This is an optimization exercise on Yosys and OpenROAD, whose aim is small area, a short achievable clock period and few clock cycles per item, not a production implementation. Where RTL was checked, it was by simulation tests only, not by an equivalence proof against the original. For runs 1 to 5, only the layout was checked, not whether the RTL still works. Power figures rest on the tool's default switching activity, not on a simulated workload.

<file path="constraint.sdc">
create_clock -name core_clock -period 10.0 [get_ports {clk}]
set_input_delay 2.0000 -clock core_clock [delete_from_list [all_inputs] [get_ports {clk}]]
set_output_delay 2.0000 -clock core_clock [all_outputs]
set_load 0.01 [all_outputs]
</file>
<file path="config.mk">
export PLATFORM = sky130hd
export DESIGN_NAME = css_length_to_fixed_px
export DESIGN_NICKNAME = css_length_to_fixed_px
export VERILOG_FILES = /design/flow/design.v
export SDC_FILE = /design/flow/constraint.sdc
export NUM_CORES = 4
export LEC_CHECK = 0
export ABC_CLOCK_PERIOD_IN_PS = 3000
export CAP_MARGIN = 20
export CORE_MARGIN = 2
export CORE_UTILIZATION = 40
export SLEW_MARGIN = 20
</file>
<file path="standard.sh">
#!/bin/bash
# synth_recipe.tcl (not shown) runs the flow's synth.tcl, then flattens the netlist and writes it again
# the make line also repeats each setting of config.mk as NAME=value (left out here)
make -C /OpenROAD-flow-scripts/flow DESIGN_CONFIG=/design/flow/config.mk WORK_HOME=/design/flow/orfs CLKGATE_MAP_FILE= SYNTH_SCRIPT=/design/flow/synth_recipe.tcl "${@:-finish}"
</file>
<file path="flow/run.sh">
#!/bin/bash
set -euo pipefail
bash standard.sh SETUP_SLACK_MARGIN=6 finish > standard_flow.log 2>&1
</file>
<file path="design.v">
package cltfp_pkg;
  localparam logic [7:0] CHR_ZERO  = 8'd48;
  localparam logic [7:0] CHR_NINE  = 8'd57;
  localparam logic [7:0] CHR_DOT   = 8'd46;
  localparam logic [7:0] CHR_SPACE = 8'd32;
  localparam logic [7:0] CHR_E     = 8'd101;
  localparam logic [7:0] CHR_M     = 8'd109;
  typedef struct packed {
    logic        inv;       
    logic        sat;       
    logic        em;        
    logic        ovf;       
    logic [31:0] intp;      
    logic [13:0] frac;      
  } job_t;
endpackage
import cltfp_pkg::*;
module cltfp_front (
  input  logic              clk,
  input  logic              rst,
  input  logic              step,       
  input  logic              i_end,
  input  logic              i_dig,
  input  logic              i_dot,
  input  logic              i_spc,
  input  logic              i_e,
  input  logic              i_m,
  input  logic [3:0]        i_d,
  input  logic [15:0]       em_scale,
  output cltfp_pkg::job_t   job,        
  output logic [31:0]       iem_out,    
  output logic              iem_ovf_out
);
  localparam logic [1:0] SCAN_NUM = 2'd0, SCAN_UNIT = 2'd1, SCAN_DONE = 2'd2;
  localparam logic [1:0] NUM_INT = 2'd0, NUM_FRAC = 2'd1, NUM_STOP = 2'd2;
  localparam logic [1:0] UNIT_NONE = 2'd0, UNIT_E = 2'd1, UNIT_EM = 2'd2, UNIT_OTHER = 2'd3;
  localparam logic [1:0] CMP_EQ = 2'd0, CMP_LT = 2'd1, CMP_GT = 2'd2;
  logic [1:0]  scan_phase, number_phase, unit_match, cmp;
  logic        digit_seen;
  logic [23:0] ipx;         
  logic        ipx_ovf;
  logic [13:0] frac;
  logic [2:0]  fcnt;
  logic [3:0]  nsig;        
  logic [19:0] ds;          
  logic        ds_v;        
  logic        end_d;       
  logic [31:0] iem;         
  logic        iem_ovf;
  function automatic logic [3:0] kdig(input logic [3:0] p);
    case (p)
      4'd0: kdig = 4'd1;  4'd1: kdig = 4'd0;  4'd2: kdig = 4'd9;  4'd3: kdig = 4'd9;
      4'd4: kdig = 4'd5;  4'd5: kdig = 4'd1;  4'd6: kdig = 4'd1;  4'd7: kdig = 4'd6;
      4'd8: kdig = 4'd2;  4'd9: kdig = 4'd7;  4'd10: kdig = 4'd7; 4'd11: kdig = 4'd7;
      default: kdig = 4'd5;
    endcase
  endfunction
  logic [27:0] ipx_x10;
  logic [13:0] fweight;
  logic [35:0] iem_x10;
  logic [18:0] pp_a, pp_b;
  logic [17:0] em_scale3;    
  logic [19:0] ds_next;
  logic        in_num, int_dig, frac_dig, mant_dig;
  logic [1:0]  unit_stepped;
  logic [3:0]  kd;
  always_comb begin
    in_num   = (scan_phase == SCAN_NUM);
    int_dig  = in_num && i_dig && (number_phase == NUM_INT);
    frac_dig = in_num && i_dig && (number_phase == NUM_FRAC) && (fcnt != 3'd4);
    mant_dig = int_dig || frac_dig;
    ipx_x10  = {ipx, 3'b0} + {3'b0, ipx, 1'b0} + 28'(i_d);
    case ({fcnt[1:0], i_d})
      6'd1: fweight = 14'd1000;
      6'd2: fweight = 14'd2000;
      6'd3: fweight = 14'd3000;
      6'd4: fweight = 14'd4000;
      6'd5: fweight = 14'd5000;
      6'd6: fweight = 14'd6000;
      6'd7: fweight = 14'd7000;
      6'd8: fweight = 14'd8000;
      6'd9: fweight = 14'd9000;
      6'd17: fweight = 14'd100;
      6'd18: fweight = 14'd200;
      6'd19: fweight = 14'd300;
      6'd20: fweight = 14'd400;
      6'd21: fweight = 14'd500;
      6'd22: fweight = 14'd600;
      6'd23: fweight = 14'd700;
      6'd24: fweight = 14'd800;
      6'd25: fweight = 14'd900;
      6'd33: fweight = 14'd10;
      6'd34: fweight = 14'd20;
      6'd35: fweight = 14'd30;
      6'd36: fweight = 14'd40;
      6'd37: fweight = 14'd50;
      6'd38: fweight = 14'd60;
      6'd39: fweight = 14'd70;
      6'd40: fweight = 14'd80;
      6'd41: fweight = 14'd90;
      6'd49: fweight = 14'd1;
      6'd50: fweight = 14'd2;
      6'd51: fweight = 14'd3;
      6'd52: fweight = 14'd4;
      6'd53: fweight = 14'd5;
      6'd54: fweight = 14'd6;
      6'd55: fweight = 14'd7;
      6'd56: fweight = 14'd8;
      6'd57: fweight = 14'd9;
      default: fweight = 14'd0;
    endcase
    pp_a     = i_d[3] ? {em_scale, 3'b0} : (i_d[2] ? {1'b0, em_scale, 2'b0} : 19'd0);
    case (i_d[1:0])
      2'd0:    pp_b = 19'd0;
      2'd1:    pp_b = {3'b0, em_scale};
      2'd2:    pp_b = {2'b0, em_scale, 1'b0};
      default: pp_b = {1'b0, em_scale3};
    endcase
    ds_next  = 20'(pp_a) + 20'(pp_b);
    iem_x10  = {1'b0, iem, 3'b0} + {3'b0, iem, 1'b0} + 36'(ds);
    kd       = kdig(nsig);
    case (unit_match)
      UNIT_NONE: unit_stepped = i_e ? UNIT_E : UNIT_OTHER;
      UNIT_E:    unit_stepped = i_m ? UNIT_EM : UNIT_OTHER;
      default:   unit_stepped = UNIT_OTHER;
    endcase
  end
  always_ff @(posedge clk) begin
    if (rst || (step && i_end)) begin
      scan_phase   <= SCAN_NUM;
      number_phase <= NUM_INT;
      unit_match   <= UNIT_NONE;
      digit_seen   <= 1'b0;
      ipx          <= '0;
      ipx_ovf      <= 1'b0;
      frac         <= '0;
      fcnt         <= '0;
      nsig         <= '0;
      cmp          <= CMP_EQ;
    end else if (step) begin
      if (in_num) begin
        if (i_dig) begin
          if (number_phase != NUM_STOP) digit_seen <= 1'b1;
        end else if (i_dot) begin
          number_phase <= (number_phase == NUM_INT) ? NUM_FRAC : NUM_STOP;
        end else if (!i_spc) begin
          scan_phase <= SCAN_UNIT;
          unit_match <= unit_stepped;
        end
      end else if (scan_phase == SCAN_UNIT) begin
        if (i_spc) scan_phase <= SCAN_DONE;
        else       unit_match <= unit_stepped;
      end
      if (int_dig) begin
        ipx     <= ipx_x10[23:0];
        ipx_ovf <= ipx_ovf || (|ipx_x10[27:24]);
      end
      if (frac_dig) begin
        frac <= frac + fweight;
        fcnt <= fcnt + 3'd1;
      end
      if (mant_dig && (i_d != 4'd0 || nsig != 4'd0)) begin
        if (nsig != 4'd14) nsig <= nsig + 4'd1;
        if (nsig < 4'd13 && cmp == CMP_EQ)
          cmp <= (i_d > kd) ? CMP_GT : ((i_d < kd) ? CMP_LT : CMP_EQ);
      end
    end
  end
  always_ff @(posedge clk) begin
    if (rst) begin
      ds_v  <= 1'b0;
      end_d <= 1'b0;
    end else begin
      ds_v  <= step && int_dig;
      end_d <= step && i_end;
    end
  end
  always_ff @(posedge clk) begin
    ds        <= ds_next;
    em_scale3 <= {2'b0, em_scale} + {1'b0, em_scale, 1'b0};
  end
  always_ff @(posedge clk) begin
    if (rst || end_d) begin
      iem     <= '0;
      iem_ovf <= 1'b0;
    end else if (ds_v) begin
      iem     <= iem_x10[31:0];
      iem_ovf <= iem_ovf || (|iem_x10[35:32]);
    end
  end
  assign iem_out     = iem;
  assign iem_ovf_out = iem_ovf;
  logic em;
  assign em       = (unit_match == UNIT_EM);
  assign job.em   = em;
  assign job.inv  = !digit_seen;
  assign job.sat  = (nsig == 4'd14) || (nsig == 4'd13 && cmp != CMP_LT);
  assign job.ovf  = digit_seen && !em && ipx_ovf;
  assign job.intp = !digit_seen ? (em ? {12'b0, em_scale, 4'b0} : 32'd4096)
                                : {ipx, 8'b0};
  assign job.frac = frac;
endmodule
import cltfp_pkg::*;
module cltfp_job_queue (
  input  logic             clk,
  input  logic             rst,
  input  logic             push,
  input  cltfp_pkg::job_t  wdata,
  input  logic [31:0]      iem,
  input  logic             iem_ovf,
  input  logic             pop,
  output cltfp_pkg::job_t  rdata,
  output logic             valid,      
  output logic             ready       
);
  logic pend;    
  assign ready = valid && !pend;
  always_ff @(posedge clk) begin
    if (rst) begin
      valid <= 1'b0;
      pend  <= 1'b0;
    end else if (push) begin
      valid <= 1'b1;
      pend  <= 1'b1;
    end else begin
      pend <= 1'b0;
      if (pop) valid <= 1'b0;
    end
  end
  always_ff @(posedge clk) begin
    if (push) begin
      rdata <= wdata;
    end else if (pend && rdata.em && !rdata.inv) begin
      rdata.intp <= iem;
      rdata.ovf  <= iem_ovf;
    end
  end
endmodule
import cltfp_pkg::*;
module cltfp_scaler (
  input  logic              clk,
  input  logic              rst,
  input  logic              load,       
  input  cltfp_pkg::job_t   ljob,
  output logic              free,       
  output logic              busy,       
  input  logic [15:0]       em_scale,
  input  logic [3:0]        em_msb,     
  input  logic              em_nb,      
  output logic              res_valid,
  input  logic              pop,
  output logic [31:0]       px_value,
  output logic              invalid
);
  logic             stepping;    
  logic             adding;      
  logic             em;
  logic [13:0]      frac;
  logic [3:0]       bit_idx;
  logic             sbit;        
  logic [13:0]      rem;
  logic [1:0]       qd_last;     
  logic [15:0]      t0, t1, t2;
  logic [1:0]       qd;
  logic [13:0]      rem_next;
  logic [3:0]       qpos;        
  logic [16:0]      csum0, csum1, csum2;
  logic [16:0]      ccar0, ccar1, ccar2;
  logic [15:0]      x2r;
  logic [15:0]      xfb;
  logic [32:0]      sum;
  logic [3:0]       bit_next;
  logic             sbit_next;
  assign free = !busy;
  logic [3:0] lstart;
  logic       lsteps;
  assign lstart = ljob.em ? em_msb : 4'd8;
  assign lsteps = (ljob.frac != 14'd0) && !ljob.sat && !ljob.ovf && (lstart != 4'd0);
  always_comb begin
    x2r   = {1'b0, rem, 1'b0};
    xfb   = sbit ? {2'b0, frac} : 16'd0;
    t0    = x2r + xfb;
    csum1 = 17'(x2r ^ xfb ^ 16'(-16'sd10000));
    ccar1 = {((x2r & xfb) | (x2r & 16'(-16'sd10000)) | (xfb & 16'(-16'sd10000))), 1'b0};
    t1    = csum1[15:0] + ccar1[15:0];
    csum2 = 17'(x2r ^ xfb ^ 16'(-16'sd20000));
    ccar2 = {((x2r & xfb) | (x2r & 16'(-16'sd20000)) | (xfb & 16'(-16'sd20000))), 1'b0};
    t2    = csum2[15:0] + ccar2[15:0];
    csum0 = '0;
    ccar0 = '0;
    if (!t2[15])      begin qd = 2'd2; rem_next = t2[13:0]; end
    else if (!t1[15]) begin qd = 2'd1; rem_next = t1[13:0]; end
    else              begin qd = 2'd0; rem_next = t0[13:0]; end
    sum       = {1'b0, px_value} + (33'(qd_last) << qpos);
    bit_next  = bit_idx - 4'd1;
    sbit_next = em ? em_scale[bit_next] : (bit_next == 4'd8);
  end
  always_ff @(posedge clk) begin
    if (rst) begin
      busy      <= 1'b0;
      stepping  <= 1'b0;
      adding    <= 1'b0;
      res_valid <= 1'b0;
    end else if (load) begin
      busy      <= 1'b1;
      stepping  <= lsteps;
      adding    <= 1'b0;
      res_valid <= !lsteps;
    end else if (stepping) begin
      if (bit_idx == 4'd0) begin
        stepping <= 1'b0;
        adding   <= 1'b1;
      end
    end else if (adding) begin
      adding    <= 1'b0;
      res_valid <= 1'b1;
    end else if (res_valid && pop) begin
      busy      <= 1'b0;
      res_valid <= 1'b0;
    end
  end
  always_ff @(posedge clk) begin
    if (load) begin
      em       <= ljob.em;
      frac     <= ljob.frac;
      bit_idx  <= lstart - 4'd1;
      sbit     <= ljob.em && em_nb;
      qpos     <= lstart;
      rem      <= ljob.frac;
      qd_last  <= '0;
      px_value <= (ljob.sat || ljob.ovf) ? 32'hFFFF_FFFF : ljob.intp;
      invalid  <= ljob.inv;
    end else if (stepping) begin
      bit_idx  <= bit_next;
      qpos     <= bit_idx;
      sbit     <= sbit_next;
      rem      <= rem_next;
      qd_last  <= qd;
      px_value <= sum[32] ? 32'hFFFF_FFFF : sum[31:0];
    end else if (adding) begin
      px_value <= sum[32] ? 32'hFFFF_FFFF : sum[31:0];
    end
  end
endmodule
import cltfp_pkg::*;
module css_length_to_fixed_px #(
  parameter int FRAC_DIGITS = 4
) (
  input  logic        clk,
  input  logic        rst,
  input  logic        push,
  output logic        full,
  input  logic [7:0]  char_code,
  input  logic        is_end,
  output logic        empty,
  input  logic        pop,
  output logic [31:0] px_value,
  output logic        invalid,
  input  logic        em_to_px_we,
  input  logic [15:0] em_to_px
);
  logic [15:0] em_scale;
  logic [3:0]  em_msb;
  logic       i_v, i_end, i_dig, i_dot, i_spc, i_e, i_m;
  logic [3:0] i_d;
  logic       step;
  cltfp_pkg::job_t fjob, wjob;
  logic [31:0]     iem;
  logic            iem_ovf;
  logic            w_v, w_ready, w_push;
  logic            e_free, e_load, e_busy;
  logic            res_valid;
  logic irst;
  always_ff @(posedge clk) begin
    irst <= rst;
  end
  assign full   = irst || (i_v && i_end && w_v && (e_busy || !w_ready));
  assign step   = i_v && !full;
  assign empty  = irst || !res_valid;
  always_ff @(posedge clk) begin
    if (rst) begin
      em_scale <= 16'h1000;
    end else if (em_to_px_we) begin
      em_scale <= em_to_px;
    end
  end
  logic [3:0] msb_c;
  logic       em_nb;
  always_comb begin
    msb_c = 4'd0;
    for (int k = 1; k < 16; k++)
      if (em_scale[k]) msb_c = 4'(k);
  end
  always_ff @(posedge clk) begin
    em_msb <= msb_c;
    em_nb  <= (msb_c != 4'd0) && em_scale[msb_c - 4'd1];
  end
  always_ff @(posedge clk) begin
    if (irst) begin
      i_v <= 1'b0;
    end else if (!full) begin
      i_v <= push;
    end
  end
  always_ff @(posedge clk) begin
    if (!full) begin
      i_end <= is_end;
      i_dig <= (char_code >= CHR_ZERO) && (char_code <= CHR_NINE);
      i_dot <= (char_code == CHR_DOT);
      i_spc <= (char_code == CHR_SPACE);
      i_e   <= (char_code == CHR_E);
      i_m   <= (char_code == CHR_M);
      i_d   <= char_code[3:0];
    end
  end
  cltfp_front u_front (
    .clk         (clk),
    .rst         (irst),
    .step        (step),
    .i_end       (i_end),
    .i_dig       (i_dig),
    .i_dot       (i_dot),
    .i_spc       (i_spc),
    .i_e         (i_e),
    .i_m         (i_m),
    .i_d         (i_d),
    .em_scale    (em_scale),
    .job         (fjob),
    .iem_out     (iem),
    .iem_ovf_out (iem_ovf)
  );
  assign w_push = step && i_end;
  assign e_load = w_ready && e_free;
  cltfp_job_queue u_queue (
    .clk     (clk),
    .rst     (irst),
    .push    (w_push),
    .wdata   (fjob),
    .iem     (iem),
    .iem_ovf (iem_ovf),
    .pop     (e_load),
    .rdata   (wjob),
    .valid   (w_v),
    .ready   (w_ready)
  );
  cltfp_scaler u_scaler (
    .clk       (clk),
    .rst       (irst),
    .load      (e_load),
    .ljob      (wjob),
    .free      (e_free),
    .busy      (e_busy),
    .em_scale  (em_scale),
    .em_msb    (em_msb),
    .em_nb     (em_nb),
    .res_valid (res_valid),
    .pop       (pop),
    .px_value  (px_value),
    .invalid   (invalid)
  );
endmodule
</file>
==> run summary, run 1 <==
status=complete, no violations; Reg area=0.00718 sq mm; maxcap violations=0; crit start category=flip-flop; Slew Limit Fails=0; prevailing post-synth register cell=dfxtp_1; Final Core Density=a little under half; Worst R2R Path Depth=14; detailed-route via count=about 17k; worst-path fanout max=13; global-route usage over all layers=roughly 20%; Hold Vio Cnt, Final=0; Int Power=between 0.002 and 0.0025 W; dpl hpwl=roughly 39000 microns; Worst-Margin Slew=approximately 1.0 ns; Critical Path AT=~1.9 ns; Period minus WS final=~3.9 ns; Bufs on Longest Clock Path=3; filler instances=about 5.0k; CTS root buf=clkbuf_16; Ys Warns=4; Hold Path End=u_queue.rdata[13]; PD cells=about 130 mW/mm^2; die area=approximately 0.054 sq mm; Lkg Pwr=slightly below 10 nW; Rows=a little over 80; Final setup viols=0; WL per Instance=16.9 microns; register area share after synthesis=about a third; design area=roughly 0.023 sq mm; Avg Vias per Cell=~5.5; CTS clock-pin slew for the worst setup and hold paths=~0.060 ns; unrepaired setup endpoints after global routing=true; Sinks on Clock Net=between 200 and 300; Rel. slew slack=31.3%; Port Buffers=64; DP Area=~0.022 sq mm; Die Wd=approximately 230 microns; Yosys reg bits=slightly below 300; slack of the critical path=between 6 and 7 ns; commonest non-fill, non-tap cells in the layout=278 x nand2_1, 240 x nor2_1, 222 x ha_1, 206 x a21oi_1, 159 x dfxtp_1; worst skew pair latency=0.55 ns; Comb pwr share=around 14%; TritonCTS clock tree=yes; hold path depth=0; area of the multi-input gates=about 0.013 sq mm; CP required=roughly 8.0 ns; first-pass GRT wire length=86200 microns; initial antenna violation count=1; H-tree Lvls=2; largest net degree at the start of global routing=65; drt initial violations=between 1k and 1.5k; Max Clk Rate=between 200 and 300 MHz; grt ovf=0; number of flops mapped to enable cells by yosys=about 130; r2r startpoint=i_d[3]; Antenna Cells=0; post-synth cell types=84; Sw Share=between 20% and 30%; Clk network pwr share=about two fifths; CTS buffer count=36; Cell Area, Synth=slightly above 0.02 sq mm; Starting Density=between 40% and 50%; Detail Route Antenna Nets=0; Post-Syn Instances=roughly 2.4k; clock skew=approximately 0.020 ns; Min-Delay Path Class=flip-flop to flip-flop; Syn Nets=2674; R2R setup slack=6.18 ns; async set-reset flop share out of synthesis=0%; Ports=between 60 and 70; first-pass iteration count of the detailed router=5; Layout area overhead=12.6%; sequential share of power=44.3%; Setup Crit Path Kind=flip-flop to output pin; Post-Syn Area per Cell=about 8.7 sq um; Hold Slack=around 0.45 ns; nets@finish=about 2.7k; Sum Neg Setup Slack=0 ns; core area=about 0.051 sq mm; most common cell after layout, fill and taps aside=nand2_1; Peak supply drop=approximately 0.00011 V; post-placement setup slack=approximately 5.7 ns; vias in the first global route=16.5k; Worst setup EP type=output pin; GP Congestion=around 0.9; hold_sp=u_front.frac[13]; DRC Markers=0; Routed WL=between 50000 and 60000 microns; Sw Pwr=approximately 0.00082 W; period utilization=between 30% and 40%; Chip Height=232 microns; layout cell share with drive strength beyond 1=under 10%; r2r endpoint=u_front.ipx_ovf
[Yosys cell counts, drive strengths merged (8+ instances only)]
| library cell | count | area share [%] |
|---|---|---|
| nor3 | 68 | 1.7 |
| fa | 33 | 3.2 |
| buf | 14 | 0.34 |
| xor2 | 44 | 1.9 |
| o211ai | 11 | 0.40 |
| a211oi | 23 | 0.92 |
| o21bai | 14 | 0.51 |
| o31ai | 13 | 0.54 |
| or2 | 11 | 0.34 |
| clkbuf | 86 | 1.6 |
| nand4 | 8 | 0.24 |
| nor2b | 22 | 0.66 |
| inv | 129 | 2.3 |
| a22oi | 16 | 0.58 |
| nor4 | 14 | 0.49 |
| o21a | 26 | 0.94 |
| nand2b | 32 | 0.97 |
| dfxtp | 162 | 16 |
| nand2 | 279 | 5.0 |
| ha | 226 | 14 |
| nor2 | 242 | 4.4 |
| edfxtp | 131 | 19 |
| or3 | 18 | 0.54 |
| a21oi | 209 | 5.0 |
| and2 | 19 | 0.57 |
| o21ai | 155 | 3.7 |
| xnor2 | 91 | 3.9 |
| and3 | 25 | 0.75 |
| a211o | 9 | 0.38 |
| a31oi | 24 | 0.72 |
| nand3 | 48 | 1.2 |
| a21o | 50 | 1.8 |
| mux2i | 39 | 1.9 |
[metal layers]
| layer | routed length [microns] | vias to the layer above | track usage [%] |
|---|---|---|---|
| li1 | - | 8507 | - |
| met1 | 26400 | 8053 | 28.6 |
| met2 | 22600 | 409 | 30.5 |
| met3 | 2460 | 78 | 2.33 |
| met4 | 1210 | 0 | 5.45 |
| met5 | 0 | - | 0 |
[cells by family after synthesis]
kind of cell,count (synthesis),share of synthesized area [%]
buffers and inverters,229,4.23
xor gates and xnor gates,135,5.74
DFF,293,34.6
AOI/OAI and AO/OA,617,18.4
muxes,48,2.64
adders and majority gates,259,16.8
and+or+nand+nor,804,17.6
[power by group through the flow]
stage                     sequential, W  combinational [W]  clock (W)
after floorplan                 0.00135           0.000318          0
after global placement          0.00138           0.000403          0
after detailed placement        0.00138           0.000410          0
after CTS                       0.00135           0.000420    0.00131
after global routing            0.00136           0.000477    0.00135
final                           0.00135           0.000427    0.00127
[registers in the layout (all words and copies together), names as in the netlist, 3 cells and up]
signal             cells
u_scaler.frac         14
i_d                    4
u_queue.rdata         50
u_front.fcnt           3
u_scaler.px_value     32
u_front.kd             4
u_front.frac          14
em_msb                 4
u_front.ds            20
u_front.em_scale3     18
u_scaler.rem          14
u_scaler.bit_idx       4
u_scaler.qpos          4
u_front.ipx           24
u_front.iem           32
u_front.nsig           4
em_scale              16
[through the flow]
| step | power (W) | cells |
|---|---|---|
| after global routing | 0.00319 | 3119 |
| after floorplan | 0.00167 | 2385 |
| after CTS | 0.00308 | 3113 |
| after detailed placement | 0.00179 | 3042 |
| after global placement | 0.00178 | 3042 |
| final | 0.00305 | 3119 |
[timing repair]
| item | CTS | global route |
|---|---|---|
| setup buffers | 6 | 6 |
| pin swaps | 1 | 1 |
| hold buffers | 0 | 0 |
| setup endpoints to repair | 17 | 52 |
| gates resized for setup | 12 | 33 |
[cell type report]
| cell class | instances | area share (%) |
|---|---|---|
| flip-flops and latches | 293 | 30.7 |
| repair buffers | 89 | 3.65 |
| clock inverters | 13 | 0.541 |
| inverters | 129 | 2.10 |
| clock buffers | 52 | 4.43 |
| multi-input cells | 1863 | 54.9 |
| well taps | 680 | 3.64 |
[worst max-delay path, stage by stage, from the launching register on]
cell and delay (ns):
dfxtp_2 0.58, nand2b_1 0.23, clkdlybuf4s50_1 0.55
[how the worst max path moves through the flow]
stage                  startpoint          endpoint  slack [ns]  cells past startpoint
floorplan                  i_d[1]    u_front.ds[18]        6.33                     18
global placement    u_scaler.sbit  u_scaler.rem[12]        5.84                     12
detailed placement         i_d[1]  u_front.frac[13]        5.72                     16
CTS                        i_d[3]   u_front.ipx_ovf        6.00                     14
global route               i_d[1]    u_front.ds[18]        5.91                     16
finish                       irst             empty        6.09                      2
==> run 2, diff against run 1 <==
--- a/config.mk
+++ b/config.mk
@@ -10,3 +10,3 @@
 export CORE_MARGIN = 2
-export CORE_UTILIZATION = 40
+export CORE_UTILIZATION = 60
 export SLEW_MARGIN = 20
==> run 2 against run 1 <==
Sequential share of layout area rose by 0.27 points; global-route usage increased by 8.8 points; clock-buffer cell count decreased by 2; total power up 1.6%; die area decreased by 33%; critical path depth is the same; final area fell by 0.80%; utilization up 22 points; critical path type unchanged; highest routed layer unchanged.
==> run summary, run 2 <==
first-pass GRT wire length=83200 microns (-3.5%); Syn Nets=2674 (unchanged); Slew Limit Fails=0 (unchanged); most frequent cell after synthesis=nand2_1; Worst setup EP type=output pin; Bufs on Longest Clock Path=3 (unchanged); largest net degree at the start of global routing=65 (unchanged); Port Buffers=64 (unchanged); Period minus WS final=3.77 ns (-0.139 ns); Synth top cells by count=279 x nand2_1, 242 x nor2_1, 226 x ha_1; worst skew pair latency=0.53 ns (-0.02 ns); Worst-Margin Slew=0.893 ns (-0.133 ns); worst-path fanout max=13 (unchanged); Sum Neg Setup Slack=0 ns (unchanged); Antenna Cells=0 (unchanged); clock skew=0.0180 ns (-0.00172 ns); PD cells=134 mW/mm^2 (+2.4%); detailed-route via count=17.2k (+0.87%); Routed WL=51500 microns (-2.2%); Chip Height=190 microns (-18%); global-route usage over all layers=28.4% (+8.8 points); status=complete, no violations; Ports=65 (unchanged); Placed Instances=2818 (-7.4%); Peak supply drop=0.000120 V (+13%); CP bufs+invs=1 (unchanged); Biggest register=u_queue.rdata; critical path cell sequence=nand2b_1 -> clkdlybuf4s50_1; drt initial violations=1117 (+5.2%); ranking of synthesized cells by area=edfxtp_1 19%, dfxtp_1 16%, ha_1 14%; DRC Markers=0 (unchanged); final non-filler cell total=2904 (-6.9%); prevailing post-synth register cell=dfxtp_1; layout cell share with drive strength beyond 1=6.21% (+0.098 points); Hold Vio Cnt, Final=0 (unchanged); DP Area=0.0217 sq mm (-1.3%); Starting Density=60.5% (+20 points); Detail Route Antenna Nets=0 (unchanged); TritonCTS clock tree=yes; CTS root buf=clkbuf_16; Sinks on Clock Net=293 (unchanged); Lkg Pwr=9.97 nW (+0.88%); Setup Crit Path Kind=flip-flop to output pin; top flop regs=u_queue.rdata: 50 flops, u_front.iem: 32 flops, u_scaler.px_value: 32 flops; register area share after synthesis=34.6% (unchanged); post-synth cell types=84 (unchanged); worst stage delay on the critical path=0.55 ns (-0.03 ns); nets@finish=2711 (+0.37%); CP delay by family, top=buffers and inverters; Critical Path AT=1.77 ns (-0.14 ns); Die Wd=190 microns (-18%); Cell Area, Synth=0.0207 sq mm (unchanged); commonest non-fill, non-tap cells in the layout=278 x nand2_1, 241 x nor2_1, 223 x ha_1, 208 x a21oi_1, 157 x dfxtp_1; Final setup viols=0 (unchanged); Synth top area share=19.0% (unchanged); maxcap violations=0 (unchanged); Min-Delay Path Class=flip-flop to flip-flop; CP required=8.00 ns (about the same); crit start category=flip-flop; vias in the first global route=16.3k (-1.3%); GP Congestion=0.904 (+2.7%); top cell type by total area after synthesis=edfxtp_1; CTS buffer count=35 (-2.8%); Rel. slew slack=40.2% (+8.9 points); die area=0.0361 sq mm (-33%); H-tree Lvls=2 (unchanged); dpl hpwl=38000 microns (-3.0%); WL per Instance=17.7 microns (+5.1%); grt ovf=0 (unchanged); Post-Syn Area per Cell=8.70 sq um (unchanged); Max Clk Rate=265 MHz (+3.7%); number of flops mapped to enable cells by yosys=131 (unchanged); Avg Vias per Cell=5.92 (+8.3%); CTS clock-pin slew for the worst setup and hold paths=0.06 ns (about the same); Post-Syn Instances=2385 (unchanged); Final Core Density=67.6% (+22 points); Rows=68 (-18%); Total Power=0.00310 W (+1.6%); Ys Warns=4 (unchanged); Slowest cell on crit path=clkdlybuf4s50_1; initial antenna violation count=0 (-1); async set-reset flop share out of synthesis=0% (unchanged); first-pass iteration count of the detailed router=5 (unchanged); number of flip-flops under the largest register name=50 (unchanged); Post-CTS Hold Fix Bufs=0 (unchanged); most common cell after layout, fill and taps aside=nand2_1; core area=0.0343 sq mm (-33%); design area=0.0232 sq mm (-0.80%); period utilization=37.7% (-1.4 points); Layout area overhead=11.7%; unrepaired setup endpoints after global routing=false; Yosys reg bits=293 (unchanged)
## run 2: cell types whose count changed in the layout (fill, tap and decap cells not counted), sizes merged, moves of 2 or more
cell	previous run	this run
clkinv	8	4
bufinv	1	3
inv	131	133
buf	25	35
## run 2: through the flow
step	setup WS [ns]	hold WS [ns]
floorplan	6.33	0.406
global placement	5.86	0.441
detailed placement	5.72	0.445
CTS	5.85	0.456
global route	6.00	0.493
finish	6.23	0.451
## run 2: power breakdown
group	leakage, nW	switching, W	internal (W)
clock	0.592	0.000514	0.000812
sequential	2.52	0.0000472	0.00130
combinational	6.86	0.000245	0.000182
total	9.97	0.000806	0.00229
## run 2: metal layers
layer	part of all wire, %	track usage (%)	vias up
met2	44	44.7	484
li1	-	-	8538
met1	48	41.8	8116
met4	1.6	7.39	0
met5	0	0	-
met3	5.6	3.10	58
## run 2: cell families (layout without fill, tap and decap cells)
group	count (synthesis)	after routing	share of synthesized area, %
fa+ha+maj	259	259	16.8
simple gates	804	804	17.6
xor+xnor	135	135	5.74
compound gates	617	617	18.4
buf+inv	229	293	4.23
flops	293	293	34.6
mux	48	48	2.64
## run 2: worst register-to-register path: stages (launching register included)
cell      delay [ns]
edfxtp_1        0.38
buf_4           0.17
and2_1          0.17
ha_1            0.22
inv_1           0.08
fa_1            0.50
nor2b_1         0.18
o31ai_1         0.36
a31oi_1         0.22
a21oi_1         0.31
a221oi_1        0.13
buf_4           0.22
o21ai_0         0.39
o21ai_0         0.14
## run 2: repair_timing
action / 4_1_cts / 5_1_grt
gates resized for setup: 10 / 28
setup buffers: 4 / 18
pin swaps: 1 / 2
setup endpoints to repair: 14 / 52
## run 2: layout make-up
type / count / area [sq um]
multi-input combinational: 1863 / 12800
fill: 2837 / 11100
sequential: 293 / 7190
clock buffer: 50 / 1040
timing repair buffer: 100 / 927
tap: 455 / 569
inverter: 129 / 490
clock inverter: 14 / 169
## run 2: final timing paths
path,from,depth (start not counted),end,slack (ns)
max,irst,2,empty,6.23
min reg2reg,u_front.em_scale3[0],2,u_front.ds[0],0.45
min,u_front.em_scale3[0],2,u_front.ds[0],0.45
max reg2reg,u_scaler.sbit,13,u_scaler.rem[8],6.24
==> run 3, diff against run 2 <==
==> flow/run.sh (replaced) <==
#!/bin/bash
set -euo pipefail
bash standard.sh SETUP_SLACK_MARGIN=6 MATCH_CELL_FOOTPRINT=0 finish > standard_flow.log 2>&1
--- a/config.mk
+++ b/config.mk
@@ -10,3 +10,3 @@
 export CORE_MARGIN = 2
-export CORE_UTILIZATION = 60
+export CORE_UTILIZATION = 40
 export SLEW_MARGIN = 20
==> run 3 against run 2 <==
First-iteration DRC count down 4.9%; clock skew up 0.0017 ns; largest cell class unchanged; non-clock buffer count down 11; register-to-register slack worse by 0.06 ns; wire length up 2.2%; clock-buffer cell count up 2; critical path depth unchanged.
==> run summary, run 3 <==
status=complete, no violations; layout cell share with drive strength beyond 1=6.11% (-0.098 points); Worst-Margin Slew=1.03 ns (+0.133 ns); Bufs on Longest Clock Path=3 (unchanged); clock skew=0.0197 ns (+0.00172 ns); Cell Area, Synth=0.0207 sq mm (unchanged); Biggest register=u_queue.rdata; maxcap violations=0 (unchanged); post-synth cell types=84 (unchanged); largest family of logic cells by synthesized area=compound AO/OA/AOI/OAI gates; Sinks on Clock Net=293 (unchanged); ranking of synthesized cells by area=edfxtp_1 19%, dfxtp_1 16%, ha_1 14%; top flop regs=u_queue.rdata: 50 flops, u_front.iem: 32 flops, u_scaler.px_value: 32 flops; most frequent cell after synthesis=nand2_1; Lkg Pwr=9.89 nW (-0.87%); Final setup viols=0 (unchanged); Detail Route Antenna Nets=0 (unchanged); Ports=65 (unchanged); Slew Limit Fails=0 (unchanged); Synth top cells by count=279 x nand2_1, 242 x nor2_1, 226 x ha_1; number of flops mapped to enable cells by yosys=131 (unchanged); die area=0.0537 sq mm (+49%); drt initial violations=1062 (-4.9%); hold_sp=u_front.frac[13]; number of flip-flops under the largest register name=50 (unchanged); PD cells=131 mW/mm^2 (-2.4%); commonest non-fill, non-tap cells in the layout=278 x nand2_1, 240 x nor2_1, 222 x ha_1, 206 x a21oi_1, 159 x dfxtp_1; Post-Syn Instances=2385 (unchanged); nets@finish=2701 (-0.37%); Post-Syn Area per Cell=8.70 sq um (unchanged); most common cell after layout, fill and taps aside=nand2_1; async set-reset flop share out of synthesis=0% (unchanged); unrepaired setup endpoints after global routing=true; worst skew pair latency=0.55 ns (+0.02 ns); top cell type by total area after synthesis=edfxtp_1; global-route usage over all layers=19.6% (-8.8 points); Die Wd=232 microns (+22%); Ys Warns=4 (unchanged); first-pass iteration count of the detailed router=5 (unchanged); initial antenna violation count=1 (+1); post-synthesis mux area share=2.64% (unchanged); Peak supply drop=0.000106 V (-12%); Rows=83 (+22%); WL per Instance=16.9 microns (-4.8%); detailed-route via count=17.0k (-0.87%); first-pass GRT wire length=86200 microns (+3.6%); final non-filler cell total=3119 (+7.4%); worst-path fanout max=13 (unchanged); r2r startpoint=i_d[3]; Layout area overhead=12.6%; largest net degree at the start of global routing=65 (unchanged); CP required=8.00 ns (about the same); H-tree Lvls=2 (unchanged); CTS clock-pin slew for the worst setup and hold paths=0.06 ns (about the same); CTS root buf=clkbuf_16; DRC Markers=0 (unchanged); filler instances=4974 (+75%); core area=0.0513 sq mm (+50%); TritonCTS clock tree=yes; vias in the first global route=16.5k (+1.3%); Yosys reg bits=293 (unchanged); period utilization=39.1% (+1.4 points); Routed WL=52600 microns (+2.2%); critical path launch point=irst; Starting Density=40.4% (-20 points); Hold Vio Cnt, Final=0 (unchanged); Min-Delay Path Class=flip-flop to flip-flop; Chip Height=232 microns (+22%); Max Clk Rate=256 MHz (-3.6%); post-synthesis compound-gate area fraction=18.4% (unchanged); Syn Nets=2674 (unchanged); prevailing post-synth register cell=dfxtp_1; Rel. slew slack=31.3% (-8.9 points); GP Congestion=0.880 (-2.6%); grt ovf=0 (unchanged); Synth Area in Adders=16.8% (unchanged); Period minus WS final=3.91 ns (+0.139 ns); Placed Instances=3042 (+7.9%); Hold Slack=0.454 ns (+0.00331 ns); Simple-Gate Fraction of Synth Area=17.6% (unchanged); Antenna Cells=0 (unchanged); Avg Vias per Cell=5.47 (-7.7%); post-synthesis xor/xnor area fraction=5.74% (unchanged); crit start category=flip-flop; Critical Path AT=1.91 ns (+0.14 ns); Sum Neg Setup Slack=0 ns (unchanged); Setup Crit Path Kind=flip-flop to output pin; CTS buffer count=36 (+2.9%); Synth top area share=19.0% (unchanged); Port Buffers=64 (unchanged); register area share after synthesis=34.6% (unchanged); dpl hpwl=39200 microns (+3.1%); Worst setup EP type=output pin
==> run 3: cell counts after synthesis <==
No cell type changed its count.
==> run 3: layer usage <==
metal,vias up,share of wire [%],global-route usage [%]
met3,78,4.7,2.33
met5,-,0,0
li1,8507,-,-
met2,409,43,30.5
met4,0,2.3,5.45
met1,8053,50,28.6
==> run 3: path summary, 6_finish.rpt <==
| check | endpoint | slack [ns] | cells after the start |
|---|---|---|---|
| min reg2reg | u_queue.rdata[13] | 0.45 | 0 |
| min | u_queue.rdata[13] | 0.45 | 0 |
| max | empty | 6.09 | 2 |
| max reg2reg | u_front.ipx_ovf | 6.18 | 14 |
==> run 3: what timing repair did <==
item                                    4_1_cts  5_1_grt
pin swaps                                     1        1
cloned                                        0        0
hold buffers                                  0        0
buffers inserted                              6        6
resized for setup                            12       33
endpoints found under the setup margin       17       52
endpoints found under the hold margin         0        0
==> run 3: cell families (layout without fill, tap and decap cells) <==
logic type	Yosys count	count (layout)
buf+inv	229	283
mux	48	48
xor+xnor	135	135
simple gates	804	804
fa+ha+maj	259	259
compound gates	617	617
flops	293	293
==> run 3: final cells by class <==
| type | instances | area (sq um) | share of cell area, % |
|---|---|---|---|
| clock buffers | 52 | 1030 | 4.43 |
| clock inverters | 13 | 126 | 0.541 |
| inverters | 129 | 490 | 2.10 |
| multi-input cells | 1863 | 12800 | 54.9 |
| flip-flops and latches | 293 | 7180 | 30.7 |
| well taps | 680 | 851 | 3.64 |
| repair buffers | 89 | 853 | 3.65 |
==> run 3: per-stage QoR <==
stage | area, sq um | setup WS [ns] | utilization, % | total power [W]
finish | 23400 | 6.09 | 45.5 | 0.00305
global route | 23400 | 5.91 | 45.5 | 0.00319
CTS | 23200 | 6.00 | 45.2 | 0.00308
detailed placement | 22000 | 5.72 | 42.8 | 0.00179
global placement | 22000 | 5.84 | 42.8 | 0.00178
floorplan | 20700 | 6.33 | - | 0.00167
==> run 3: critical path, cell delays in order (launching register included) <==
cell and delay, ns:
dfxtp_2 0.58, nand2b_1 0.23, clkdlybuf4s50_1 0.55
==> run 3: power by group <==
group | total, W | switching (W) | internal, W | leakage (nW)
Clock | 0.00127 | 0.000520 | 0.000752 | 0.573
Combinational | 0.000427 | 0.000246 | 0.000181 | 6.79
Sequential | 0.00135 | 0.0000504 | 0.00130 | 2.52
Total | 0.00305 | 0.000816 | 0.00223 | 9.89
==> run 4, diff against run 3 <==
--- a/design.v
+++ b/design.v
@@ -213,5 +213,5 @@
   output logic             valid,      
-  output logic             ready       
+  output logic             ready,      
+  output logic             pend        
 );
-  logic pend;    
   assign ready = valid && !pend;
@@ -242,2 +242,3 @@
   input  logic              rst,
+  input  logic              rst_now,    
   input  logic              load,       
@@ -266,4 +267,4 @@
   logic [3:0]       qpos;        
-  logic [16:0]      csum0, csum1, csum2;
-  logic [16:0]      ccar0, ccar1, ccar2;
+  logic [16:0]      csum1, csum2;
+  logic [16:0]      ccar1, ccar2;
   logic [15:0]      x2r;
@@ -288,4 +289,2 @@
     t2    = csum2[15:0] + ccar2[15:0];
-    csum0 = '0;
-    ccar0 = '0;
     if (!t2[15])      begin qd = 2'd2; rem_next = t2[13:0]; end
@@ -298,3 +297,3 @@
   always_ff @(posedge clk) begin
-    if (rst) begin
+    if (rst || rst_now) begin
       busy      <= 1'b0;
@@ -369,3 +368,3 @@
   logic            iem_ovf;
-  logic            w_v, w_ready, w_push;
+  logic            w_v, w_ready, w_pend, w_push;
   logic            e_free, e_load, e_busy;
@@ -376,5 +375,6 @@
   end
-  assign full   = irst || (i_v && i_end && w_v && (e_busy || !w_ready));
+  logic i_ve;    
+  assign full   = irst || (i_ve && w_v && (e_busy || w_pend));
   assign step   = i_v && !full;
-  assign empty  = irst || !res_valid;
+  assign empty  = !res_valid;
   always_ff @(posedge clk) begin
@@ -399,5 +399,7 @@
     if (irst) begin
-      i_v <= 1'b0;
+      i_v  <= 1'b0;
+      i_ve <= 1'b0;
     end else if (!full) begin
-      i_v <= push;
+      i_v  <= push;
+      i_ve <= push && is_end;
     end
@@ -407,10 +409,12 @@
       i_end <= is_end;
-      i_dig <= (char_code >= CHR_ZERO) && (char_code <= CHR_NINE);
-      i_dot <= (char_code == CHR_DOT);
-      i_spc <= (char_code == CHR_SPACE);
-      i_e   <= (char_code == CHR_E);
-      i_m   <= (char_code == CHR_M);
-      i_d   <= char_code[3:0];
     end
   end
+  always_ff @(posedge clk) begin
+    i_dig <= (char_code >= CHR_ZERO) && (char_code <= CHR_NINE);
+    i_dot <= (char_code == CHR_DOT);
+    i_spc <= (char_code == CHR_SPACE);
+    i_e   <= (char_code == CHR_E);
+    i_m   <= (char_code == CHR_M);
+    i_d   <= char_code[3:0];
+  end
   cltfp_front u_front (
@@ -443,3 +447,4 @@
     .valid   (w_v),
-    .ready   (w_ready)
+    .ready   (w_ready),
+    .pend    (w_pend)
   );
@@ -448,2 +453,3 @@
     .rst       (irst),
+    .rst_now   (rst),
     .load      (e_load),
==> flow/run.sh (replaced) <==
#!/bin/bash
set -euo pipefail
bash standard.sh SETUP_SLACK_MARGIN=6 finish > standard_flow.log 2>&1
==> run 4 against run 3 <==
Final area increased by 0.53%; still clean; clock skew increased by 0.0096 ns; global-route usage increased by 0.26 points; largest power group is now the clock network; largest cell class unchanged; utilization increased by 0.15 points; wire length increased by 2.4%.
==> run summary, run 4 <==
nets@finish=2681 (-0.74%); Routed WL=53900 microns (+2.4%); dpl hpwl=39500 microns (+0.83%); unrepaired setup endpoints after global routing=false; detailed-route via count=17.1k (+0.22%); CP required=8.00 ns (about the same); Layout area overhead=12.8%; Detail Route Antenna Nets=0 (unchanged); register area share after synthesis=34.1% (-0.46 points); drt initial violations=1209 (+14%); Slowest cell on crit path=clkdlybuf4s50_1; slack of the critical path=6.09 ns (+0.00451 ns); Die Wd=232 microns (+0.17%); Sum Neg Setup Slack=0 ns (unchanged); die area=0.0539 sq mm (+0.35%); most frequent cell after synthesis=nand2_1; Lkg Pwr=10.1 nW (+1.8%); Yosys reg bits=294 (+0.34%); r2r startpoint=u_scaler.sbit; top flop regs=u_queue.rdata: 50 flops, u_front.iem: 32 flops, u_scaler.px_value: 32 flops; Min-Delay Path Class=flip-flop to flip-flop; vias in the first global route=16.6k (+0.67%); GP Congestion=0.859 (-2.4%); first-pass GRT wire length=87000 microns (+0.90%); worst-path fanout max=6 (-7); CP bufs+invs=2 (+1); Hold Vio Cnt, Final=0 (unchanged); Rel. slew slack=29.1% (-2.2 points); WL per Instance=17.4 microns (+3.0%); Hold Slack=0.432 ns (-0.0224 ns); Port Buffers=64 (unchanged); layout cell share with drive strength beyond 1=5.83% (-0.28 points); H-tree Lvls=2 (unchanged); period utilization=39.1% (-0.045 points); post-placement setup slack=5.67 ns (-0.0451 ns); Max Clk Rate=256 MHz (+0.12%); hold_sp=u_front.em_scale3[0]; filler instances=4952 (-0.44%); top cell type by total area after synthesis=edfxtp_1; grt ovf=0 (unchanged); Critical Path AT=1.91 ns (about the same); global-route usage over all layers=19.9% (+0.26 points); CTS root buf=clkbuf_16; Rows=83 (unchanged); most common cell after layout, fill and taps aside=nand2_1; PD cells=131 mW/mm^2 (+0.21%); async set-reset flop share out of synthesis=0% (unchanged); Ys Warns=4 (unchanged); Synth top cells by count=290 x nand2_1, 228 x ha_1, 199 x nor2_1; Peak supply drop=0.000111 V (+4.5%); ranking of synthesized cells by area=edfxtp_1 18%, dfxtp_1 17%, ha_1 14%; DRC Markers=0 (unchanged); crit start category=flip-flop; number of flip-flops under the largest register name=50 (unchanged); number of flops mapped to enable cells by yosys=122 (-6.9%); Sinks on Clock Net=294 (+0.34%); hold path depth=2 (+2); Total Power=0.00307 W (+0.74%); largest net degree at the start of global routing=55 (-15%); Bufs on Longest Clock Path=3 (unchanged); Cell Area, Synth=0.0208 sq mm (+0.35%); r2r endpoint=u_scaler.rem[13]; Worst R2R Path Depth=13 (-1); Period minus WS final=3.91 ns (-0.00451 ns); Post-Syn Instances=2368 (-0.71%); Setup Crit Path Kind=flip-flop to output pin; prevailing post-synth register cell=dfxtp_1; CP delay by family, top=buffers and inverters; core area=0.0514 sq mm (+0.20%); status=complete, no violations; worst skew pair latency=0.57 ns (+0.02 ns); Starting Density=40.5% (+0.059 points); commonest non-fill, non-tap cells in the layout=289 x nand2_1, 225 x ha_1, 199 x nor2_1, 186 x a21oi_1, 168 x dfxtp_1; Worst setup EP type=output pin; maxcap violations=0 (unchanged); Synth top area share=17.6% (-1.4 points); first-pass iteration count of the detailed router=5 (unchanged); Avg Vias per Cell=5.51 (+0.83%); worst stage delay on the critical path=0.47 ns (-0.11 ns); CTS buffer count=37 (+2.8%); CTS clock-pin slew for the worst setup and hold paths=0.06 ns (about the same); Syn Nets=2659 (-0.56%); Post-Syn Area per Cell=8.79 sq um (+1.1%); Hold Path End=u_front.ds[0]; Chip Height=232 microns (+0.17%); Ports=65 (unchanged); Worst-Margin Slew=1.06 ns (+0.0356 ns); clock skew=0.0293 ns (+0.00961 ns); post-synth cell types=82 (-2.4%); initial antenna violation count=3 (+2); TritonCTS clock tree=yes; Biggest register=u_queue.rdata; critical path cell sequence=o211ai_4 -> nor2b_4 -> inv_1 -> clkdlybuf4s50_1; Final setup viols=0 (unchanged); Slew Limit Fails=0 (unchanged); R2R setup slack=6.18 ns (about the same)
==> run 4: cell count changes after synthesis, sizes merged, moves of 15 or more <==
| cell | change |
|---|---|
| a21oi | -23 |
| o21ai | -51 |
| inv | +15 |
| o22a | +22 |
| nor2 | -43 |
| nand3 | +25 |
==> run 4: worst reg2reg max path: stages, from the launching register on <==
cell and delay (ns):
edfxtp_1 0.50, nand2_1 0.16, inv_1 0.06, ha_1 0.23, fa_1 0.49, a211o_1 0.30, a31oi_1 0.25, nand2_1 0.14
a31oi_1 0.20, a21oi_1 0.18, a221o_2 0.41, and3_1 0.19, a311oi_1 0.29, a31oi_1 0.13
==> run 4: stage by stage <==
stage | area [sq um] | utilization (%) | std cells
2_1_floorplan | 20800 | - | 2368
3_3_place_gp | 22000 | 42.9 | 3021
3_5_place_dp | 22000 | 42.9 | 3021
4_1_cts | 23400 | 45.4 | 3090
5_1_grt | 23500 | 45.7 | 3100
6_report | 23500 | 45.7 | 3100
==> run 4: what timing repair did <==
action / 4_1_cts / 5_1_grt
hold buffers: 0 / 0
pin swaps: 1 / 1
resized for setup: 8 / 16
buffers inserted: 1 / 9
endpoints found under the setup margin: 9 / 42
==> run 4: where the power goes <==
group	switching (W)	total, W	internal [W]
Sequential	0.0000422	0.00133	0.00129
Combinational	0.000186	0.000325	0.000139
Clock	0.000543	0.00142	0.000876
Total	0.000772	0.00307	0.00230
==> run 4: layout make-up <==
cell class	count	area, sq um	share of cell area (%)
inverter	145	548	2.33
timing repair buffer	91	848	3.61
clock buffer	46	970	4.13
sequential	294	7110	30.3
tap	680	851	3.62
multi-input combinational	1821	12800	54.7
antenna	1	2.50	0.0107
clock inverter	22	317	1.35
==> run 4: worst max-delay path by stage <==
stage,slack [ns],end,start,cells after the start
2_1_floorplan,6.35,u_front.frac[13],i_d[1],20
3_3_place_gp,5.77,u_front.frac[13],i_d[1],19
3_5_place_dp,5.67,u_front.frac[13],i_d[1],19
4_1_cts,6.00,u_scaler.rem[13],u_scaler.sbit,13
5_1_grt,6.00,u_scaler.px_value[9],u_scaler.qpos[0],15
6_report,6.09,full,u_front.end_d,4
==> run 4: per-layer routing <==
metal | global-route usage (%) | share of wire (%) | up-vias
met1 | 27.2 | 48 | 8139
met3 | 2.32 | 4.2 | 83
met4 | 6.03 | 2.2 | 0
met2 | 32.9 | 46 | 389
met5 | 0 | 0 | -
li1 | - | - | 8473
==> run 4: cell families after synthesis <==
kind of cell | share of synthesized area (%)
and+or+nand+nor | 17.4
AOI/OAI and AO/OA | 18.2
DFF | 34.1
adders and majority gates | 16.9
buffers and inverters | 4.62
xor gates and xnor gates | 5.72
muxes | 3.10
==> run 5, diff against run 4 <==
--- a/design.v
+++ b/design.v
@@ -28,2 +28,3 @@
   input  logic [3:0]        i_d,
+  input  logic [4:0]        i_sel,      
   input  logic [15:0]       em_scale,
@@ -111,9 +112,5 @@
     endcase
-    pp_a     = i_d[3] ? {em_scale, 3'b0} : (i_d[2] ? {1'b0, em_scale, 2'b0} : 19'd0);
-    case (i_d[1:0])
-      2'd0:    pp_b = 19'd0;
-      2'd1:    pp_b = {3'b0, em_scale};
-      2'd2:    pp_b = {2'b0, em_scale, 1'b0};
-      default: pp_b = {1'b0, em_scale3};
-    endcase
+    pp_a     = ({19{i_sel[4]}} & {em_scale, 3'b0}) | ({19{i_sel[3]}} & {1'b0, em_scale, 2'b0});
+    pp_b     = ({19{i_sel[2]}} & {3'b0, em_scale}) | ({19{i_sel[1]}} & {2'b0, em_scale, 1'b0})
+             | ({19{i_sel[0]}} & {1'b0, em_scale3});
     ds_next  = 20'(pp_a) + 20'(pp_b);
@@ -364,2 +361,3 @@
   logic [3:0] i_d;
+  logic [4:0] i_sel;
   logic       step;
@@ -418,2 +416,5 @@
     i_d   <= char_code[3:0];
+    i_sel <= {char_code[3], char_code[2] && !char_code[3],
+              char_code[1:0] == 2'd1, char_code[1:0] == 2'd2, char_code[1:0] == 2'd3}
+             & {5{char_code[7:4] == 4'h3}};
   end
@@ -430,2 +431,3 @@
     .i_d         (i_d),
+    .i_sel       (i_sel),
     .em_scale    (em_scale),
==> run 5 against run 4 <==
Still clean on timing, DRC and antenna; combinational power down 27%; non-clock buffer count fell by 4; synthesized area increased by 1.4%; maximum frequency decreased by 0.30%; synthesized cell count rose by 0.51%; first-iteration DRC count increased by 7.2%; clock skew rose by 0.0012 ns; largest cell class unchanged.
==> run summary, run 5 <==
layout cell share with drive strength beyond 1=6.30% (+0.47 points); status=complete, no violations; vias in the first global route=16.6k (-0.31%); CTS clock-pin slew for the worst setup and hold paths=0.06 ns (about the same); Sum Neg Setup Slack=0 ns (unchanged); Sinks on Clock Net=299 (+1.7%); Rows=84 (+1.2%); Hold Vio Cnt, Final=0 (unchanged); drt initial violations=1296 (+7.2%); first-pass GRT wire length=87300 microns (+0.35%); Final setup viols=0 (unchanged); Int Power=0.00219 W (-4.7%); Bufs on Longest Clock Path=3 (unchanged); area of the multi-input gates=0.0130 sq mm (+1.3%); Reg area=0.00722 sq mm (+1.5%); Yosys reg bits=299 (+1.7%); post-synth cell types=99 (+21%); async set-reset flop share out of synthesis=0% (unchanged); grt ovf=0 (unchanged); Worst setup EP type=output pin; Min-Delay Path Class=flip-flop to flip-flop; period utilization=39.2% (+0.12 points); design area=0.0237 sq mm (+1.1%); most common cell after layout, fill and taps aside=nand2_1; H-tree Lvls=2 (unchanged); register area share after synthesis=34.1% (about the same); detailed-route via count=17.2k (+0.55%); Layout area overhead=12.4%; filler instances=5096 (+2.9%); Comb pwr share=8.1% (-2.5 points); DP Area=0.0223 sq mm (+1.2%); Rel. slew slack=32.0% (+2.9 points); Detail Route Antenna Nets=0 (unchanged); Slew Limit Fails=0 (unchanged); GP Congestion=0.905 (+5.3%); global-route usage over all layers=19.7% (-0.18 points); Synth top area share=17.4% (-0.25 points); Hold Slack=0.427 ns (-0.00509 ns); clock skew=0.0305 ns (+0.00118 ns); Post-Syn Area per Cell=8.87 sq um (+0.93%); Post-CTS Hold Fix Bufs=0 (unchanged); dpl hpwl=39800 microns (+0.66%); Die Wd=234 microns (+0.70%); Port Buffers=64 (unchanged); Starting Density=40.3% (-0.15 points); Peak supply drop=0.0000933 V (-16%); ranking of synthesized cells by area=edfxtp_1 17%, dfxtp_1 17%, ha_1 14%; most frequent cell after synthesis=nand2_1; Critical Path AT=1.92 ns (about the same); die area=0.0546 sq mm (+1.4%); Avg Vias per Cell=5.51 (about the same); Hold Path End=u_front.ds[0]; Synth top cells by count=229 x nand2_1, 228 x ha_1, 219 x nor2_1; Sw Pwr=0.000735 W (-4.8%); sequential share of power=45.6% (+2.4 points); hold_sp=u_front.em_scale3[0]; Worst R2R Path Depth=15 (+2); CP required=8.00 ns (about the same); r2r startpoint=u_scaler.sbit; prevailing post-synth register cell=dfxtp_1; top cell type by total area after synthesis=edfxtp_1; Ys Warns=4 (unchanged); core area=0.0523 sq mm (+1.8%); R2R setup slack=6.19 ns (about the same); Routed WL=53400 microns (-0.84%); Post-Syn Instances=2380 (+0.51%); DRC Markers=0 (unchanged); Antenna Cells=0 (-1); post-placement setup slack=5.60 ns (-0.0682 ns); Chip Height=234 microns (+0.70%); Setup Crit Path Kind=flip-flop to output pin; Clk network pwr share=46.3% (about the same); crit start category=flip-flop; unrepaired setup endpoints after global routing=false; r2r endpoint=u_scaler.rem[12]; CTS root buf=clkbuf_16; Lkg Pwr=10.3 nW (+2.4%); initial antenna violation count=0 (-3); hold path depth=1 (-1); Sw Share=25.1% (about the same); final non-filler cell total=3118 (+0.58%); Max Clk Rate=255 MHz (-0.30%); TritonCTS clock tree=yes; CTS buffer count=36 (-2.7%); Cell Area, Synth=0.0211 sq mm (+1.4%); Syn Nets=2671 (+0.45%); first-pass iteration count of the detailed router=6 (+1); PD cells=123 mW/mm^2 (-5.7%); maxcap violations=0 (unchanged); number of flip-flops under the largest register name=50 (unchanged); Period minus WS final=3.92 ns (+0.0117 ns); Worst-Margin Slew=1.02 ns (-0.0458 ns); Placed Instances=3040 (+0.63%); top flop regs=u_queue.rdata: 50 flops, u_front.iem: 32 flops, u_scaler.px_value: 32 flops; number of flops mapped to enable cells by yosys=122 (unchanged); largest net degree at the start of global routing=52 (-5.5%); Biggest register=u_queue.rdata; worst skew pair latency=0.58 ns (about the same); slack of the critical path=6.08 ns (-0.0117 ns); nets@finish=2694 (+0.48%); worst-path fanout max=6 (unchanged); commonest non-fill, non-tap cells in the layout=229 x nand2_1, 228 x ha_1, 219 x nor2_1, 218 x a21oi_1, 171 x dfxtp_1; Ports=65 (unchanged); WL per Instance=17.1 microns (-1.4%)
run 5: layout make-up:
class	instances	area share (%)
clock buffer	43	3.99
multi-input combinational	1823	54.8
timing repair buffer	87	3.59
tap	688	3.63
clock inverter	22	1.13
sequential	299	30.4
inverter	156	2.47
run 5: worst max path at each step:
stage                        startpoint          endpoint  slack, ns  depth (start not counted)
final                     u_front.end_d              full       6.08                          4
after global routing      u_front.end_d              full       6.01                          4
after CTS                 u_scaler.busy              full       6.02                          4
after detailed placement  u_scaler.sbit   u_scaler.rem[7]       5.60                         13
after global placement    u_scaler.sbit   u_scaler.rem[7]       5.69                         13
after floorplan           u_scaler.sbit  u_scaler.rem[12]       6.31                         15
run 5: kinds of logic (layout without fill, tap and decap cells):
group,after synthesis,in the layout,synth area share [%]
and+or+nand+nor,786,786,17.6
AOI/OAI and AO/OA,595,596,18.7
DFF,299,299,34.1
adders and majority gates,261,261,16.6
buffers and inverters,259,308,4.72
xor gates and xnor gates,128,128,5.31
muxes,52,52,2.85
run 5: critical path, stage by stage (launching register included):
cell and delay [ns]:
dfxtp_2 0.36, o211ai_4 0.25, and2_4 0.24, inv_1 0.05, clkdlybuf4s50_1 0.47
run 5: what timing repair did:
action / CTS / global route
resized for setup: 9 / 13
buffers inserted: 5 / 7
setup endpoints to repair: 46 / 44
gates cloned: 1 / 0
pin swaps: 2 / 7
run 5: routing by layer:
metal  part of all wire (%)  vias up  routed length (microns)  track usage, %
li1                       -     8581                        -               -
met1                     48     8118                    25500            27.6
met2                     45      409                    23800            31.8
met3                    5.5       70                     2910            2.98
met4                    2.2        0                     1180            5.10
met5                      0        -                        0               0
run 5: per-stage QoR:
stage	power (W)	util, %
floorplan	0.00152	-
global placement	0.00159	42.6
detailed placement	0.00159	42.6
CTS	0.00296	45.1
global route	0.00304	45.3
finish	0.00293	45.3
run 5: power by group through the flow:
stage	logic, W	registers [W]	clock network [W]
floorplan	0.000180	0.00134	0
global placement	0.000227	0.00136	0
detailed placement	0.000232	0.00136	0
CTS	0.000236	0.00133	0.00139
global route	0.000266	0.00134	0.00144
finish	0.000238	0.00134	0.00135
==> run 6, diff against run 5 <==
--- a/design.v
+++ b/design.v
@@ -28,3 +28,3 @@
   input  logic [3:0]        i_d,
-  input  logic [4:0]        i_sel,      
+  input  logic [3:0]        i_sel,      
   input  logic [15:0]       em_scale,
@@ -61,4 +61,3 @@
   logic [35:0] iem_x10;
-  logic [18:0] pp_a, pp_b;
-  logic [17:0] em_scale3;    
+  logic [18:0] pp_a, pp_b, pp_c;
   logic [19:0] ds_next;
@@ -112,6 +111,6 @@
     endcase
-    pp_a     = ({19{i_sel[4]}} & {em_scale, 3'b0}) | ({19{i_sel[3]}} & {1'b0, em_scale, 2'b0});
-    pp_b     = ({19{i_sel[2]}} & {3'b0, em_scale}) | ({19{i_sel[1]}} & {2'b0, em_scale, 1'b0})
-             | ({19{i_sel[0]}} & {1'b0, em_scale3});
-    ds_next  = 20'(pp_a) + 20'(pp_b);
+    pp_a     = ({19{i_sel[3]}} & {em_scale, 3'b0}) | ({19{i_sel[2]}} & {1'b0, em_scale, 2'b0});
+    pp_b     = {19{i_sel[1]}} & {2'b0, em_scale, 1'b0};
+    pp_c     = {19{i_sel[0]}} & {3'b0, em_scale};
+    ds_next  = 20'(pp_a) + 20'(pp_b) + 20'(pp_c);
     iem_x10  = {1'b0, iem, 3'b0} + {3'b0, iem, 1'b0} + 36'(ds);
@@ -176,3 +175,2 @@
     ds        <= ds_next;
-    em_scale3 <= {2'b0, em_scale} + {1'b0, em_scale, 1'b0};
   end
@@ -361,3 +359,3 @@
   logic [3:0] i_d;
-  logic [4:0] i_sel;
+  logic [3:0] i_sel;
   logic       step;
@@ -416,5 +414,4 @@
     i_d   <= char_code[3:0];
-    i_sel <= {char_code[3], char_code[2] && !char_code[3],
-              char_code[1:0] == 2'd1, char_code[1:0] == 2'd2, char_code[1:0] == 2'd3}
-             & {5{char_code[7:4] == 4'h3}};
+    i_sel <= {char_code[3], char_code[2] && !char_code[3], char_code[1], char_code[0]}
+             & {4{char_code[7:4] == 4'h3}};
   end
==> run 6 against run 5 <==
Clock power is 15% lower; die area decreased by 5.7%; sequential power is 7% lower; highest routed layer unchanged; clock skew down 0.021 ns; worst setup slack gained 0.0077 ns.
==> run summary, run 6 <==
Comb pwr share=7.3% (-0.8 points); nets@finish=2532 (-6.0%); Sum Neg Setup Slack=0 ns (unchanged); met2 usage=30.0% (-1.8 points); worst skew pair latency=0.57 ns (about the same); top flop regs=u_queue.rdata: 50 flops, u_front.iem: 32 flops, u_scaler.px_value: 32 flops; Period minus WS final=3.91 ns (-0.00775 ns); initial antenna violation count=0 (unchanged); Critical Path AT=1.91 ns (about the same); global-route usage over all layers=19.4% (-0.35 points); commonest non-fill, non-tap cells in the layout=252 x nand2_1, 207 x nor2_1, 205 x ha_1, 160 x a21oi_1, 149 x dfxtp_1; Post-Syn Area per Cell=8.98 sq um (+1.3%); worst-path fanout max=6 (unchanged); Starting Density=40.6% (+0.22 points); Min-Delay Path Class=flip-flop to flip-flop; WL per Instance=16.9 microns (-1.4%); Layout area overhead=12.5%; Die Wd=227 microns (-2.9%); Lkg Pwr=9.60 nW (-6.9%); period utilization=39.1% (-0.077 points); most common cell after layout, fill and taps aside=nand2_1; Worst R2R Path Depth=14 (-1); Hold Vio Cnt, Final=0 (unchanged); Bufs on Longest Clock Path=3 (unchanged); Synth top cells by count=256 x nand2_1, 209 x ha_1, 208 x nor2_1; PD cells=115 mW/mm^2 (-6.6%); met3 usage=2.26% (-0.72 points); sequential share of power=48.1% (+2.5 points); drt initial violations=1162 (-10%); GP Congestion=0.879 (-2.9%); core area=0.0491 sq mm (-6.3%); number of flops mapped to enable cells by yosys=122 (unchanged); Worst setup EP type=output pin; H-tree Lvls=1 (-1); Syn Nets=2500 (-6.4%); clock skew=0.00947 ns (-0.0210 ns); Port Buffers=64 (unchanged); DRC Markers=0 (unchanged); Post-CTS Hold Fix Bufs=0 (unchanged); number of flip-flops under the largest register name=50 (unchanged); Peak supply drop=0.0000978 V (+4.9%); CTS root buf=clkbuf_16; grt ovf=0 (unchanged); Sw Pwr=0.000617 W (-16%); first-pass iteration count of the detailed router=6 (unchanged); layout cell share with drive strength beyond 1=6.34% (+0.045 points); Post-Syn Instances=2215 (-6.9%); Clk network pwr share=44.7% (-1.6 points); Cell Area, Synth=0.0199 sq mm (-5.8%); unrepaired setup endpoints after global routing=true; largest net degree at the start of global routing=55 (+5.8%); Worst-Margin Slew=1.07 ns (+0.0549 ns); Rel. slew slack=28.4% (-3.6 points); register area share after synthesis=34.3% (+0.18 points); filler instances=4671 (-8.3%); Routed WL=49600 microns (-7.2%); async set-reset flop share out of synthesis=0% (unchanged); Avg Vias per Cell=5.45 (-1.0%); Setup Crit Path Kind=flip-flop to output pin; Rows=81 (-3.6%); Ys Warns=4 (unchanged); CP required=8.00 ns (about the same); Int Power=0.00196 W (-10%); grt met1 use=29.0% (+1.4 points); Ports=65 (unchanged); Biggest register=u_queue.rdata; area of the multi-input gates=0.0124 sq mm (-4.7%); hold path depth=2 (+1); most frequent cell after synthesis=nand2_1; Final setup viols=0 (unchanged); slack of the critical path=6.09 ns (+0.00775 ns); Slew Limit Fails=0 (unchanged); Detail Route Antenna Nets=0 (unchanged); Yosys reg bits=280 (-6.4%); crit start category=flip-flop; post-placement setup slack=5.57 ns (-0.0363 ns); top cell type by total area after synthesis=edfxtp_1; detailed-route via count=16.0k (-6.8%); ranking of synthesized cells by area=edfxtp_1 18%, dfxtp_1 16%, ha_1 13%; status=complete, no violations; Antenna Cells=0 (unchanged); Sw Share=23.9% (-1.2 points); maxcap violations=0 (unchanged); CTS clock-pin slew for the worst setup and hold paths=0.06 ns (about the same); first-pass GRT wire length=81300 microns (-6.8%); prevailing post-synth register cell=dfxtp_1; post-synth cell types=88 (-11%); Chip Height=227 microns (-2.9%); Sinks on Clock Net=280 (-6.4%); Reg area=0.00684 sq mm (-5.2%); CTS buffer count=30 (-17%); die area=0.0515 sq mm (-5.7%); Synth top area share=18.4% (+1.1 points); vias in the first global route=15.6k (-5.9%); TritonCTS clock tree=yes; dpl hpwl=37300 microns (-6.1%); GR peak layer=met2; R2R setup slack=6.23 ns (+0.04 ns); Max Clk Rate=256 MHz (+0.20%)
[run 6: metal layers]
layer / share of wire (%) / vias to the layer above
met1: 51 / 7547
met4: 1.5 / 0
met5: 0 / -
met3: 5.0 / 59
li1: - / 7993
met2: 42 / 409
[run 6: power by group through the flow]
stage               Combinational [W]  Clock, W  Sequential (W)
CTS                          0.000185   0.00118         0.00124
detailed placement           0.000182         0         0.00126
global placement             0.000180         0         0.00126
floorplan                    0.000139         0         0.00124
finish                       0.000188   0.00115         0.00124
global route                 0.000209   0.00122         0.00124
[run 6: cells by family after synthesis]
logic type                 count (synthesis)  share of synthesized area [%]
and+or+nand+nor                          779                           18.3
AOI/OAI and AO/OA                        527                           17.5
DFF                                      280                           34.3
adders and majority gates                255                           17.8
buffers and inverters                    214                           4.09
xor gates and xnor gates                 109                           4.84
muxes                                     51                           3.14
[run 6: final cells by class]
type | instances | share of cell area (%)
timing repair buffer | 87 | 3.65
tap | 664 | 3.71
sequential | 280 | 30.6
clock inverter | 22 | 1.07
clock buffer | 34 | 3.52
inverter | 127 | 2.15
multi-input combinational | 1721 | 55.3
[run 6: path summary, 6_finish.rpt]
check                startpoint              end
setup reg to reg  u_scaler.sbit  u_scaler.rem[8]
hold reg to reg   u_front.ds[0]   u_front.iem[0]
setup / recovery  u_front.end_d             full
hold / removal    u_front.ds[0]   u_front.iem[0]
[run 6: through the flow]
step / utilization, % / instance area (sq um) / total power (W) / cells / hold slack, ns
3_5_place_dp: 43.1 / 21100 / 0.00145 / 2868 / 0.465
5_1_grt: 45.6 / 22400 / 0.00268 / 2935 / 0.506
4_1_cts: 45.3 / 22200 / 0.00260 / 2928 / 0.481
6_report: 45.6 / 22400 / 0.00258 / 2935 / 0.481
2_1_floorplan: - / 19900 / 0.00138 / 2215 / 0.421
3_3_place_gp: 43.1 / 21100 / 0.00144 / 2868 / 0.449
[run 6: what timing repair did]
action / 4_1_cts / 5_1_grt
gates resized for setup: 11 / 28
setup buffers: 4 / 7
endpoints found under the setup margin: 15 / 21
pin swaps: 0 / 8
[run 6: critical path: stages (launching register included)]
cell             delay, ns
dfxtp_2               0.35
o211ai_4              0.25
and2_4                0.22
inv_1                 0.05
clkdlybuf4s50_1       0.47
Testbench counts of run 6, summed over its fixed seeds: cycles 32,263, items 3,200.

separate check: timing with driven ports:
The results above use ideal ports. As a check the final layouts listed here were re-extracted and re-timed, cells and wires unchanged. Step 1 (the two cells are an assumption about what drives the block):
set clk [get_ports {clk}]
set_driving_cell -lib_cell sky130_fd_sc_hd__clkbuf_16 $clk
set_driving_cell -lib_cell sky130_fd_sc_hd__buf_2 [delete_from_list [all_inputs] $clk]
Step 2 times the ports against the registers' clock, not the clock port: input delays grow and output delays shrink by t, the midpoint of the rising clock arrivals with the driver on. Three values: ideal, step 1, step 2; two values: the first two.
run | shift t [ns] | setup WS [ns] | hold slack, ns | clock arrival spread, ns | cell pins on the clock port's net
run 1 | 0.597 | 6.090 / 6.038 / 6.184 | 0.454 / 0.454 / 0.454 | 0.023 / 0.022 | 1
run 2 | 0.575 | 6.230 / 6.173 / 6.239 | 0.451 / 0.451 / 0.451 | 0.020 / 0.020 | 1
run 3 | 0.597 | 6.090 / 6.038 / 6.184 | 0.454 / 0.454 / 0.454 | 0.023 / 0.022 | 1
run 4 | 0.606 | 6.095 / 6.042 / 6.153 | 0.432 / 0.432 / 0.432 | 0.030 / 0.030 | 1
run 5 | 0.615 | 6.083 / 6.026 / 6.136 | 0.427 / 0.427 / 0.427 | 0.035 / 0.035 | 1
run 6 | 0.622 | 6.091 / 6.036 / 6.233 | 0.481 / 0.481 / 0.481 | 0.013 / 0.012 | 1
After both steps setup and hold are still met in every run listed.
